From an optimization exercise on the open Yosys and OpenROAD flow, aimed at a short achievable clock period and few clock cycles per item; shortcuts taken in it are not production practice. Only simulation tests tie the RTL to the original design; equivalence was not proved. Power and IR drop assume default switching activity.

<file path="flow/design.v">
package dlx_pkg;
    typedef logic [32-1:0] word_t;
    typedef logic [$clog2(32)-1:0] reg_idx_t;
    typedef enum logic [2:0] {
        ALU_ADD,
        ALU_SUB,
        ALU_AND,
        ALU_OR,
        ALU_XOR,
        ALU_SLL,
        ALU_SRL,
        ALU_SLT
    } alu_op_t;
    typedef enum logic [1:0] {
        FWD_REG = 2'd0,
        FWD_MEM = 2'd1,
        FWD_WB  = 2'd2
    } fwd_sel_t;
    typedef struct packed {
        word_t instr;
        word_t pc;
    } if_id_t;
    typedef struct packed {
        alu_op_t  alu_op;
        word_t    rs1_val;
        word_t    rs2_val;
        word_t    imm;
        logic     use_imm;
        reg_idx_t rs1;
        reg_idx_t rs2;
        reg_idx_t rd;
        logic     reg_write;
        logic     mem_read;
        logic     mem_write;
    } id_ex_t;
    typedef struct packed {
        word_t    alu_result;
        word_t    store_data;
        reg_idx_t rd;
        logic     reg_write;
        logic     mem_read;
        logic     mem_write;
    } ex_mem_t;
    typedef struct packed {
        word_t    result;
        reg_idx_t rd;
        logic     reg_write;
    } mem_wb_t;
endpackage
`timescale 1ns/1ps
module dlx_a22oi (input logic a1, input logic a2, input logic b1, input logic b2, output logic y);
    assign y = ~((a1 & a2) | (b1 & b2));
endmodule
module dlx_nand4 (input logic a, input logic b, input logic c, input logic d, output logic y);
    assign y = ~(a & b & c & d);
endmodule
module dlx_rf_read (
    input  logic [31:0]       sel,
    input  logic [31:0][31:0] regs,
    output logic [31:0]       val
);
    for (genvar k = 0; k < 32; k++) begin : g_bit
        logic [15:0] l1;
        logic [3:0]  l2;
        logic [1:0]  l3;
        for (genvar j = 0; j < 16; j++) begin : g_l1
            dlx_a22oi u (.a1(sel[2*j]), .a2(regs[2*j][k]), .b1(sel[2*j+1]), .b2(regs[2*j+1][k]),
                         .y(l1[j]));
        end
        for (genvar j = 0; j < 4; j++) begin : g_l2
            dlx_nand4 u (.a(l1[4*j]), .b(l1[4*j+1]), .c(l1[4*j+2]), .d(l1[4*j+3]), .y(l2[j]));
        end
        for (genvar j = 0; j < 2; j++) begin : g_l3
            dlx_nor2 u (.a(l2[2*j]), .b(l2[2*j+1]), .y(l3[j]));
        end
        dlx_nand2 u_l4 (.a(l3[0]), .b(l3[1]), .y(val[k]));
    end
endmodule
module register_file (
    input  logic        clk,
    input  logic        arst_n,
    input  logic [31:0] sel_a,
    input  logic [31:0] sel_b,
    output logic [31:0] val_a,
    output logic [31:0] val_b,
    input  logic [31:0] wsel,
    input  logic [31:0] wdata
);
    logic [31:0][31:0] regs;
    always_ff @(posedge clk or negedge arst_n) begin
        if (!arst_n) begin
            regs <= '0;
        end else begin
            for (int i = 1; i < 32; i++) begin
                if (wsel[i]) regs[i] <= wdata;
            end
        end
    end
    dlx_rf_read u_read_a (.sel(sel_a), .regs(regs), .val(val_a));
    dlx_rf_read u_read_b (.sel(sel_b), .regs(regs), .val(val_b));
endmodule
`timescale 1ns/1ps
module dlx_nand2 (input logic a, input logic b, output logic y);
    assign y = ~(a & b);
endmodule
module dlx_nor2 (input logic a, input logic b, output logic y);
    assign y = ~(a | b);
endmodule
module dlx_inv (input logic a, output logic y);
    assign y = ~a;
endmodule
module dlx_xor2 (input logic a, input logic b, output logic y);
    assign y = a ^ b;
endmodule
module dlx_aoi21 (input logic a1, input logic a2, input logic b1, output logic y);
    assign y = ~((a1 & a2) | b1);
endmodule
module dlx_oai21 (input logic a1, input logic a2, input logic b1, output logic y);
    assign y = ~((a1 | a2) & b1);
endmodule
module dlx_mux2i (input logic a, input logic b, input logic s, output logic y);
    assign y = ~(s ? b : a);
endmodule
module dlx_carry (
    input  logic [31:0] a,
    input  logic [31:0] b,
    input  logic        cin_n,
    output logic [31:0] g_n,
    output logic [31:0] t_n,
    output logic [31:0] c
);
    logic [32:0] gl [6];
    logic [32:0] tl [6];
    assign gl[0][0] = cin_n;
    assign tl[0][0] = 1'b1;
    for (genvar i = 0; i < 32; i++) begin : g_lvl0
        dlx_nand2 u_g (.a(a[i]), .b(b[i]), .y(gl[0][i+1]));
        dlx_nor2  u_t (.a(a[i]), .b(b[i]), .y(tl[0][i+1]));
    end
    for (genvar l = 1; l <= 5; l++) begin : g_lvl
        localparam int D = 1 << (l - 1);
        for (genvar i = 0; i < 33; i++) begin : g_pos
            if (i < D) begin : g_pass
                dlx_inv u_g (.a(gl[l-1][i]), .y(gl[l][i]));
                assign tl[l][i] = 1'b0;
            end else if (l % 2 == 1) begin : g_odd
                dlx_oai21 u_g (.a1(tl[l-1][i]), .a2(gl[l-1][i-D]), .b1(gl[l-1][i]), .y(gl[l][i]));
                if (i - D >= D) begin : g_t
                    dlx_nor2 u_t (.a(tl[l-1][i]), .b(tl[l-1][i-D]), .y(tl[l][i]));
                end else begin : g_t0
                    assign tl[l][i] = 1'b0;
                end
            end else begin : g_even
                dlx_aoi21 u_g (.a1(tl[l-1][i]), .a2(gl[l-1][i-D]), .b1(gl[l-1][i]), .y(gl[l][i]));
                if (i - D >= D) begin : g_t
                    dlx_nand2 u_t (.a(tl[l-1][i]), .b(tl[l-1][i-D]), .y(tl[l][i]));
                end else begin : g_t0
                    assign tl[l][i] = 1'b1;
                end
            end
        end
    end
    assign g_n = gl[0][32:1];
    assign t_n = tl[0][32:1];
    assign c   = gl[5][31:0];
endmodule
module dlx_fwd #(
    parameter int W = 32
) (
    input  logic [W-1:0] x,
    input  logic         s,
    input  logic [W-1:0] r_n,
    output logic [W-1:0] y
);
    logic [W-1:0] m;
    for (genvar i = 0; i < W; i++) begin : g_bit
        dlx_nand2 u_m (.a(x[i]), .b(s), .y(m[i]));
        dlx_nand2 u_y (.a(m[i]), .b(r_n[i]), .y(y[i]));
    end
endmodule
module execute_unit (
    input  logic [31:0] a,
    input  logic [31:0] b,
    input  logic        cin_n,
    input  logic        inv_next,
    output logic [31:0] g_n,
    output logic [31:0] t_n,
    output logic [31:0] p,
    output logic [31:0] sum,
    output logic [31:0] sum_b,
    output logic        lt
);
    logic [31:0] c;
    logic [31:0] pb;
    logic        na31;
    dlx_carry u_carry (
        .a     (a),
        .b     (b),
        .cin_n (cin_n),
        .g_n   (g_n),
        .t_n   (t_n),
        .c     (c)
    );
    for (genvar i = 0; i < 32; i++) begin : g_bit
        dlx_xor2 u_p  (.a(a[i]), .b(b[i]), .y(p[i]));
        dlx_xor2 u_pb (.a(p[i]), .b(inv_next), .y(pb[i]));
        dlx_xor2 u_s  (.a(p[i]), .b(c[i]), .y(sum[i]));
        dlx_xor2 u_sb (.a(pb[i]), .b(c[i]), .y(sum_b[i]));
    end
    dlx_inv   u_na (.a(a[31]), .y(na31));
    dlx_mux2i u_lt (.a(na31), .b(c[31]), .s(p[31]), .y(lt));
endmodule
`timescale 1ns/1ps
module dlx_core (
    input  logic  clk,
    input  logic  arst_n,
    output dlx_pkg::word_t imem_addr,
    input  dlx_pkg::word_t imem_data,
    output dlx_pkg::word_t dmem_addr,
    output dlx_pkg::word_t dmem_wdata,
    output logic  dmem_we,
    input  dlx_pkg::word_t dmem_rdata
);
    logic        stall;
    logic [31:0] pc;
    logic        f_stall;
    always_ff @(posedge clk or negedge arst_n) begin
        if (!arst_n)       pc <= 32'h0000_0000;
        else if (!f_stall) pc <= pc + 32'd4;
    end
    assign imem_addr = pc;
    logic [5:0]  f_op, f_fn;
    logic [4:0]  f_rs, f_rt, f_dest;
    logic        f_rtype;
    logic        f_add, f_sub, f_and, f_or, f_xor, f_sll, f_srl, f_slt;
    logic        f_addi, f_andi, f_ori, f_xori, f_lw, f_sw;
    logic        f_rvalid, f_valid, f_wr, f_use_b;
    logic [31:0] f_imm;
    logic        f_hit_ea, f_hit_eb, f_hit_ma, f_hit_mb;
    logic [31:0] f_sel_a, f_sel_b;
    logic        d_wr, d_ld, d_st;
    logic [4:0]  d_dest;
    logic        e_wr, e_ld, e_st;
    logic [4:0]  e_dest;
    assign f_op    = imem_data[31:26];
    assign f_fn    = imem_data[5:0];
    assign f_rs    = imem_data[25:21];
    assign f_rt    = imem_data[20:16];
    assign f_rtype = f_op == 6'h00;
    assign f_add   = f_rtype && f_fn == 6'h20;
    assign f_sub   = f_rtype && f_fn == 6'h22;
    assign f_and   = f_rtype && f_fn == 6'h24;
    assign f_or    = f_rtype && f_fn == 6'h25;
    assign f_xor   = f_rtype && f_fn == 6'h26;
    assign f_sll   = f_rtype && f_fn == 6'h04;
    assign f_srl   = f_rtype && f_fn == 6'h06;
    assign f_slt   = f_rtype && f_fn == 6'h2a;
    assign f_addi  = f_op == 6'h08;
    assign f_andi  = f_op == 6'h0c;
    assign f_ori   = f_op == 6'h0d;
    assign f_xori  = f_op == 6'h0e;
    assign f_lw    = f_op == 6'h23;
    assign f_sw    = f_op == 6'h2b;
    assign f_rvalid = f_add | f_sub | f_and | f_or | f_xor | f_sll | f_srl | f_slt;
    assign f_valid  = f_rvalid | f_addi | f_andi | f_ori | f_xori | f_lw | f_sw;
    assign f_dest   = f_rtype ? imem_data[15:11] : imem_data[20:16];
    assign f_wr     = f_valid && !f_sw && f_dest != 5'd0;
    assign f_use_b  = f_rvalid | f_sw;
    assign f_imm    = {{16{imem_data[15] & ~(f_andi | f_ori | f_xori)}}, imem_data[15:0]};
    assign f_hit_ea = f_valid && d_wr && !stall && f_rs == d_dest;
    assign f_hit_eb = f_use_b && d_wr && !stall && f_rt == d_dest;
    assign f_hit_ma = f_valid && e_wr && f_rs == e_dest && !f_hit_ea;
    assign f_hit_mb = f_use_b && e_wr && f_rt == e_dest && !f_hit_eb;
    assign f_stall  = d_ld && (f_hit_ea || (f_hit_eb && f_rvalid));
    always_comb begin
        for (int i = 0; i < 32; i++) begin
            f_sel_a[i] = f_rs == 5'(i);
            f_sel_b[i] = f_rt == 5'(i);
        end
    end
    logic        d_use_imm, d_inv, d_rtype_b;
    logic        d_sum, d_and, d_or, d_xor, d_sll, d_srl, d_slt;
    logic [31:0] d_imm;
    logic        d_hit_ea, d_hit_eb, d_hit_ma, d_hit_mb;
    logic [31:0] d_sel_a, d_sel_b;
    logic [31:0] d_wsel;
    always_ff @(posedge clk or negedge arst_n) begin
        if (!arst_n) begin
            stall <= 1'b0;
            d_wr  <= 1'b0;
            d_ld  <= 1'b0;
            d_st  <= 1'b0;
        end else begin
            stall <= f_stall;
            d_wr  <= f_wr;
            d_ld  <= f_lw;
            d_st  <= f_sw;
        end
    end
    always_ff @(posedge clk) begin
        d_dest    <= f_dest;
        d_use_imm <= !f_rtype;
        d_inv     <= f_sub | f_slt;
        d_rtype_b <= f_rvalid;
        d_sum     <= f_add | f_sub | f_addi | f_lw | f_sw;
        d_and     <= f_and | f_andi;
        d_or      <= f_or | f_ori;
        d_xor     <= f_xor | f_xori;
        d_sll     <= f_sll;
        d_srl     <= f_srl;
        d_slt     <= f_slt;
        d_imm     <= f_imm;
        d_hit_ea  <= f_hit_ea;
        d_hit_eb  <= f_hit_eb;
        d_hit_ma  <= f_hit_ma;
        d_hit_mb  <= f_hit_mb;
        d_sel_a   <= f_sel_a;
        d_sel_b   <= f_sel_b;
    end
    always_comb begin
        for (int i = 0; i < 32; i++) d_wsel[i] = d_wr && d_dest == 5'(i);
    end
    logic [31:0] rf_a, rf_b;
    logic [31:0] m_val;
    logic [31:0] m_wsel;
    logic [31:0] d_op_a, d_op_b, d_b_alu;
    register_file register_file_inst (
        .clk    (clk),
        .arst_n (arst_n),
        .sel_a  (d_sel_a),
        .sel_b  (d_sel_b),
        .val_a  (rf_a),
        .val_b  (rf_b),
        .wsel   (m_wsel),
        .wdata  (m_val)
    );
    assign d_op_a  = d_hit_ma ? m_val : rf_a;
    assign d_op_b  = d_hit_mb ? m_val : rf_b;
    assign d_b_alu = d_use_imm ? d_imm : (d_op_b ^ {32{d_inv}});
    logic [31:0] e_a, e_b, e_s, e_sa;
    logic [4:0]  e_sb;
    logic        e_inv_n;
    logic        e_sum, e_and, e_or, e_xor, e_sll, e_srl, e_slt;
    logic        e_ls, e_mem;
    logic [31:0] e_wsel;
    logic        d_fa, d_fb, d_fs, d_sh;
    assign d_fa = d_hit_ea;
    assign d_fb = d_hit_eb && d_rtype_b;
    assign d_fs = d_hit_eb && !e_ld;
    assign d_sh = d_sll | d_srl;
    always_ff @(posedge clk or negedge arst_n) begin
        if (!arst_n) begin
            e_wr   <= 1'b0;
            e_ld   <= 1'b0;
            e_st   <= 1'b0;
            e_wsel <= '0;
        end else if (stall) begin
            e_wr   <= 1'b0;
            e_ld   <= 1'b0;
            e_st   <= 1'b0;
            e_wsel <= '0;
        end else begin
            e_wr   <= d_wr;
            e_ld   <= d_ld;
            e_st   <= d_st;
            e_wsel <= d_wsel;
        end
    end
    logic [31:0] k_gn, k_tn, k_p, k_sum, k_sumb, k_oth;
    logic        k_lt;
    logic [31:0] k_shl, k_shr;
    execute_unit execute_unit_inst (
        .a        (e_a),
        .b        (e_b),
        .cin_n    (e_inv_n),
        .inv_next (d_inv),
        .g_n      (k_gn),
        .t_n      (k_tn),
        .p        (k_p),
        .sum      (k_sum),
        .sum_b    (k_sumb),
        .lt       (k_lt)
    );
    assign k_shl = e_sa << e_sb;
    assign k_shr = e_sa >> e_sb;
    assign k_oth = ({32{e_and}} & ~k_gn)
                 | ({32{e_or}}  & ~k_tn)
                 | ({32{e_xor}} & k_p)
                 | ({32{e_sll}} & k_shl)
                 | ({32{e_srl}} & k_shr);
    logic        s_a_sum, s_a_oth, s_a_d;
    logic        s_b_sum, s_b_oth, s_b_d;
    logic        s_s_sum, s_s_oth, s_s_d;
    logic        s_r_sum, s_r_oth;
    logic [31:0] r_a, r_b, r_s, r_sa, r_r;
    logic [4:0]  r_sb;
    logic [31:0] n_a, n_b, n_s, n_sa, n_r;
    logic [4:0]  n_sb;
    logic [31:0] l_a, l_b, l_s, l_sa, l_r;
    logic [4:0]  l_sb;
    logic [31:0] x_s;
    assign s_a_sum = d_fa && e_sum;
    assign s_a_oth = d_fa && !e_sum;
    assign s_a_d   = !d_fa;
    assign s_b_sum = d_fb && e_sum;
    assign s_b_oth = d_fb && !e_sum;
    assign s_b_d   = !d_fb;
    assign s_s_sum = d_fs && e_sum;
    assign s_s_oth = d_fs && !e_sum;
    assign s_s_d   = !d_fs;
    assign s_r_sum = e_sum;
    assign s_r_oth = !e_sum;
    assign l_a  = {k_sum[31:1], k_lt};
    assign l_b  = {k_sumb[31:1], k_lt ^ d_inv};
    assign l_s  = l_a;
    assign l_sa = l_a;
    assign l_sb = l_b[4:0];
    assign l_r  = l_a;
    always_comb begin
        r_a  = ({32{s_a_oth}} & k_oth) | ({32{s_a_d}} & d_op_a);
        r_b  = ({32{s_b_oth}} & (k_oth ^ {32{d_inv}})) | ({32{s_b_d}} & d_b_alu);
        r_s  = ({32{s_s_oth}} & k_oth) | ({32{s_s_d}} & d_op_b);
        r_r  = {32{s_r_oth}} & k_oth;
        r_a[0] = (s_a_oth & !e_slt & k_oth[0]) | (s_a_d & d_op_a[0]) | (s_a_sum & k_sum[0]);
        r_b[0] = (s_b_oth & !e_slt & (k_oth[0] ^ d_inv)) | (s_b_d & d_b_alu[0])
               | (s_b_sum & k_sumb[0]);
        r_s[0] = (s_s_oth & !e_slt & k_oth[0]) | (s_s_d & d_op_b[0]) | (s_s_sum & k_sum[0]);
        r_r[0] = (s_r_oth & !e_slt & k_oth[0]) | (s_r_sum & k_sum[0]);
        r_sa = d_sh ? r_a : 32'd0;
        r_sb = d_sh ? r_b[4:0] : 5'd0;
    end
    dlx_fwd #(.W(31)) u_fa  (.x(l_a[31:1]),  .s(s_a_sum), .r_n(~r_a[31:1]),  .y(n_a[31:1]));
    dlx_fwd #(.W(31)) u_fb  (.x(l_b[31:1]),  .s(s_b_sum), .r_n(~r_b[31:1]),  .y(n_b[31:1]));
    dlx_fwd #(.W(31)) u_fs  (.x(l_s[31:1]),  .s(s_s_sum), .r_n(~r_s[31:1]),  .y(n_s[31:1]));
    dlx_fwd #(.W(31)) u_fsa (.x(l_sa[31:1]), .s(s_a_sum && d_sh), .r_n(~r_sa[31:1]), .y(n_sa[31:1]));
    dlx_fwd #(.W(4))  u_fsb (.x(l_sb[4:1]),  .s(s_b_sum && d_sh), .r_n(~r_sb[4:1]),  .y(n_sb[4:1]));
    dlx_fwd #(.W(31)) u_fr  (.x(l_r[31:1]),  .s(s_r_sum), .r_n(~r_r[31:1]),  .y(n_r[31:1]));
    dlx_fwd #(.W(1))  u_fa0  (.x(l_a[0]),  .s(s_a_oth && e_slt), .r_n(~r_a[0]),  .y(n_a[0]));
    dlx_fwd #(.W(1))  u_fb0  (.x(l_b[0]),  .s(s_b_oth && e_slt), .r_n(~r_b[0]),  .y(n_b[0]));
    dlx_fwd #(.W(1))  u_fs0  (.x(l_s[0]),  .s(s_s_oth && e_slt), .r_n(~r_s[0]),  .y(n_s[0]));
    dlx_fwd #(.W(1))  u_fsa0 (.x(l_sa[0]), .s(s_a_oth && e_slt && d_sh), .r_n(~r_sa[0]), .y(n_sa[0]));
    dlx_fwd #(.W(1))  u_fsb0 (.x(l_sb[0]), .s(s_b_oth && e_slt && d_sh), .r_n(~r_sb[0]), .y(n_sb[0]));
    dlx_fwd #(.W(1))  u_fr0  (.x(l_r[0]),  .s(s_r_oth && e_slt), .r_n(~r_r[0]),  .y(n_r[0]));
    always_ff @(posedge clk) begin
        e_dest  <= d_dest;
        e_a     <= n_a;
        e_b     <= n_b;
        e_s     <= n_s;
        e_sa    <= n_sa;
        e_sb    <= n_sb;
        e_inv_n <= !d_inv;
        e_sum   <= d_sum;
        e_and   <= d_and;
        e_or    <= d_or;
        e_xor   <= d_xor;
        e_sll   <= d_sll;
        e_srl   <= d_srl;
        e_slt   <= d_slt;
        e_ls    <= d_hit_eb && e_ld;
        e_mem   <= d_ld || d_st;
    end
    assign x_s = e_ls ? dmem_rdata : e_s;
    logic        m_ld;
    logic [31:0] m_res, m_addr, m_wdata;
    logic        m_we;
    always_ff @(posedge clk or negedge arst_n) begin
        if (!arst_n) begin
            m_we   <= 1'b0;
            m_ld   <= 1'b0;
            m_wsel <= '0;
        end else begin
            m_we   <= e_st;
            m_ld   <= e_ld;
            m_wsel <= e_wsel;
        end
    end
    always_ff @(posedge clk) begin
        m_res   <= n_r;
        m_addr  <= {32{e_mem}} & k_sum;
        m_wdata <= {32{e_st}} & x_s;
    end
    assign m_val      = m_ld ? dmem_rdata : m_res;
    assign dmem_addr  = m_addr;
    assign dmem_wdata = m_wdata;
    assign dmem_we    = m_we;
endmodule
</file>
<file path="flow/run.sh">
#!/bin/bash
# synth_recipe.tcl (not shown) runs the flow's synth.tcl, then flattens the netlist and writes it again
# the make line also repeats each setting of config.mk as NAME=value (left out here)
make -C /OpenROAD-flow-scripts/flow DESIGN_CONFIG=/design/flow/config.mk WORK_HOME=/design/flow/orfs CLKGATE_MAP_FILE= SYNTH_SCRIPT=/design/flow/synth_recipe.tcl finish
</file>
<file path="flow/config.mk">
export PLATFORM = sky130hd
export DESIGN_NAME = dlx_core
export DESIGN_NICKNAME = dlx_core
export VERILOG_FILES = /design/flow/design.v
export SDC_FILE = /design/flow/constraint.sdc
export NUM_CORES = 4
export LEC_CHECK = 0
export ABC_CLOCK_PERIOD_IN_PS = 2000
export CAP_MARGIN = 20
export CORE_MARGIN = 2
export CORE_UTILIZATION = 50
export PLACE_DENSITY = 0.65
export SETUP_SLACK_MARGIN = 3.7
export SLEW_MARGIN = 20
export SYNTH_HIERARCHICAL = 1
</file>
<file path="flow/constraint.sdc">
create_clock -name core_clock -period 6.0 [get_ports {clk}]
set_input_delay 1.2000 -clock core_clock [delete_from_list [all_inputs] [get_ports {clk}]]
set_output_delay 1.2000 -clock core_clock [all_outputs]
set_load 0.01 [all_outputs]
</file>
==> run notes <==
-- worst max-delay path: cells and delay by family, from the launching register on --
kind	cells	cell delay, ns
multiplexers	3	1.43
AND/OR/NAND/NOR	3	0.22
AO/OA/AOI/OAI	2	0.43
flip-flops	1	0.58
-- cell usage in the layout, fill, tap and decap left out, types with 35 or more instances in the layout --
cell / instances
clkbuf_8: 37
dfxtp_2: 99
inv_1: 60
buf_4: 337
nand3_1: 43
clkdlybuf4s50_1: 41
mux2_4: 411
mux2i_1: 85
and2_1: 41
xnor2_1: 38
o21ai_1: 89
mux2_2: 632
buf_6: 130
nor2_1: 337
buf_2: 35
dfxtp_1: 207
xor2_1: 139
dfrtp_2: 35
a21oi_1: 45
dfxtp_4: 38
mux2i_4: 47
mux4_2: 36
nor2b_1: 49
buf_12: 55
clkinvlp_4: 49
conb_1: 66
clkbuf_16: 170
nand4_1: 266
o21ai_0: 53
nand2_1: 617
nor2_2: 87
a22oi_2: 1033
dfrtp_1: 1057
a21oi_2: 102
-- metal layers --
layer	global-route usage (%)	share of wire, %	up-vias
li1	-	-	25607
met5	0	0.0086	-
met3	9.57	11	956
met1	51.2	40	32255
met2	54.0	42	4099
met4	20.3	6.6	4
-- state kept, by name, summed over array words and instances (netlist names), 17 cells and up --
register,cells
e_b,32
e_s,32
m_wsel,31
m_wdata,32
e_wsel,31
m_addr,32
d_sel_a,32
pc,30
register_file_inst.regs,992
d_imm,17
d_sel_b,32
m_res,32
e_a,32
e_sa,32
-- layout make-up --
class	count	share of cell area [%]
Multi-Input combinational cell	4768	47.5
Sequential cell	1437	36.4
Timing Repair Buffer	646	6.93
Clock buffer	229	4.99
Tap cell	2058	2.71
Clock inverter	64	0.766
Inverter	92	0.465
Timing Repair inverter	23	0.182
Antenna cell	3	0.00791
-- metrics by stage --
| stage | cells | setup WS [ns] |
|---|---|---|
| after floorplan | 6678 | 3.26 |
| after global placement | 8669 | 2.25 |
| after detailed placement | 8671 | 2.21 |
| after CTS | 9198 | 3.38 |
| after global routing | 9317 | 3.22 |
| final | 9320 | 3.23 |
-- timing repair --
item	in CTS	in global routing
endpoints found under the setup margin	1114	838
buffers inserted	206	105
gates resized for setup	1284	296
gates cloned	28	13
pin swaps	149	104
hold buffers	0	0
-- final timing paths --
check,end,depth (start not counted),slack [ns]
setup / recovery,e_a[0]$_DFF_P_,8,3.23
hold / removal,e_sum$_DFF_P_,0,0.33
setup reg to reg,e_a[0]$_DFF_P_,8,3.23
hold reg to reg,e_sum$_DFF_P_,0,0.33
max in group asynchronous,register_file_inst.regs[145]$_DFFE_PN0P_,2,4.16
min in group asynchronous,register_file_inst.regs[761]$_DFFE_PN0P_,1,0.39
-- report_power, final --
group	internal [mW]	switching [mW]	total, mW
clock	5.89	4.36	10.2
sequential	9.80	0.188	9.99
combinational	0.508	0.925	1.43
total	16.2	5.47	21.7
==> metrics.csv <==
stage,metric,value,unit
global_routing,initial antenna violation count,7,
sta,"Hold Vio Cnt, Final",0,
detailed_routing,drt first pass iters,8,
floorplanning,die span in y,401,um
critical_path,Crit Path Max Fanout,7,
power_and_ir_drop,cell area power density,228,nW/um^2
yosys,cells after synthesis,6614,
place,post-DP HPWL,194000,um
finish,share of layout cells above drive strength 1,52.0,%
finish,Util after Layout,60.7,%
critical_path,CP endpoint kind,register,
detailed_routing,WL final,313000,um
critical_path,Startpoint Class,register,
run_status,outcome,finished clean,
critical_path,CP cell instances,mux4_2 -> mux4_2 -> nand2_2 -> a41o_1 -> nor2_2 -> a21oi_2 -> mux2_4 -> nand2_1,
flow_run,MaxCap Viol Count,0,
place,IO buf count,160,
finish,register area,34600,um^2
critical_path,Setup CP Type,reg2reg,
clocking,CTS tree,built,
critical_path,Critical Path Max Stage Delay,0.62,ns
sta,Final Critical Period,2.77,ns
sta,Final Cycle Share,46.1,%
critical_path,most numerous cell on the critical path,mux4_2,
clocking,Sink Count,1437,
yosys,Avg Synthesized Cell Area,11.9,um^2
power_and_ir_drop,P_leak,38.9,nW
sta,RSZ-0062 raised after global routing,true,
critical_path,launch point of the worst path,e_sa[31]$_DFF_P_,
critical_path,worst endpoint required time,6.71,ns
place,GPL Wtd Cong,1.05,
sta,worst clock skew,0.0483,ns
global_routing,first-pass GRT wire length,443000,um
floorplanning,Initial Utilization,50.4,%
global_routing,gr ovfl total,0,
critical_path,CP arrival,3.48,ns
clocking,H-tree Lvls,4,
sta,WHS,0.328,ns
detailed_routing,via count,62921,
place,"Cell Area, Placed",82300,um^2
global_routing,vias in the first global route,62207,
hold_path,hold path start,d_sum$_DFF_P_,
finish,nets,7193,
clocking,Num CTS Buffers,158,
sta,relative slew slack,18.6,%
detailed_routing,WL per Instance,33.5,um
floorplanning,FP Rows,145,
clocking,CTS Root Cell,clkbuf_16,
sta,Setup TNS Final,0,ns
floorplanning,IO Count,163,
sta,Fmax,361,MHz
detailed_routing,post-DR vias/cell,6.75,
clocking,"Clk Latency, worst-skew pair",0.82,ns
floorplanning,Core Box Area,156000,um^2
sta,worst-margin pin slew,1.22,ns
finish,area of the multi-input gates,45100,um^2
detailed_routing,Initial DRC Count,7386,
power_and_ir_drop,total power,21.7,mW
finish,area delta synth->final,20.5,%
hold_path,Hold Crit Class,reg2reg,
floorplanning,Die W,401,um
sta,"Slew Viols, Final",0,
clocking,maximum number of buffers from clock root to sink,3,
yosys,Post-Syn Area,78800,um^2
global_routing,gr usage total,37.3,%
sta,final setup fails,0,
finish,fill cell count,12476,
yosys,warnings from Yosys,13,
detailed_routing,DRC viols,0,
floorplanning,die footprint,161000,um^2
critical_path,Critical R2R Launch,e_sa[31]$_DFF_P_,
power_and_ir_drop,VDD IR max,0.000371,V
global_routing,pin count of the biggest net entering global routing,149,
clocking,clk slew on worst S/H paths,0.06,ns
finish,Final Instance Area,94900,um^2
detailed_routing,antenna-violating nets left,0,
critical_path,CP max-delay cell,mux4_2,
Testbench counts, summed over its fixed seeds: cycles 40,563, instrs 39,888.

afterwards: timing with drivers on the ports:
In the flow no input, the clock included, has a driving cell. The finished layout below was timed again as built, in two steps.
Step 1 assumes that a clkbuf_16 drives the clock port and a buf_2 every other input.
Step 2 also shifts input and output timing later by t, the mid clock arrival at the registers, as if the neighbouring blocks saw the same clock.
a / b / c = ideal / step 1 / step 2; a / b = the first two.
shift t [ns]: 0.885
slack for setup (ns): 3.233 / 3.233 / 2.540
hold WS [ns]: 0.328 / 0.328 / 0.328
latest minus earliest clock arrival (ns): 0.054 / 0.054
slew at the worst register clock pin (ns): 0.07 / 0.07
After both steps this run still meets setup and hold. For this run, drivers alone change the setup slack by 0.000 ns; drivers and shift together by -0.693 ns.
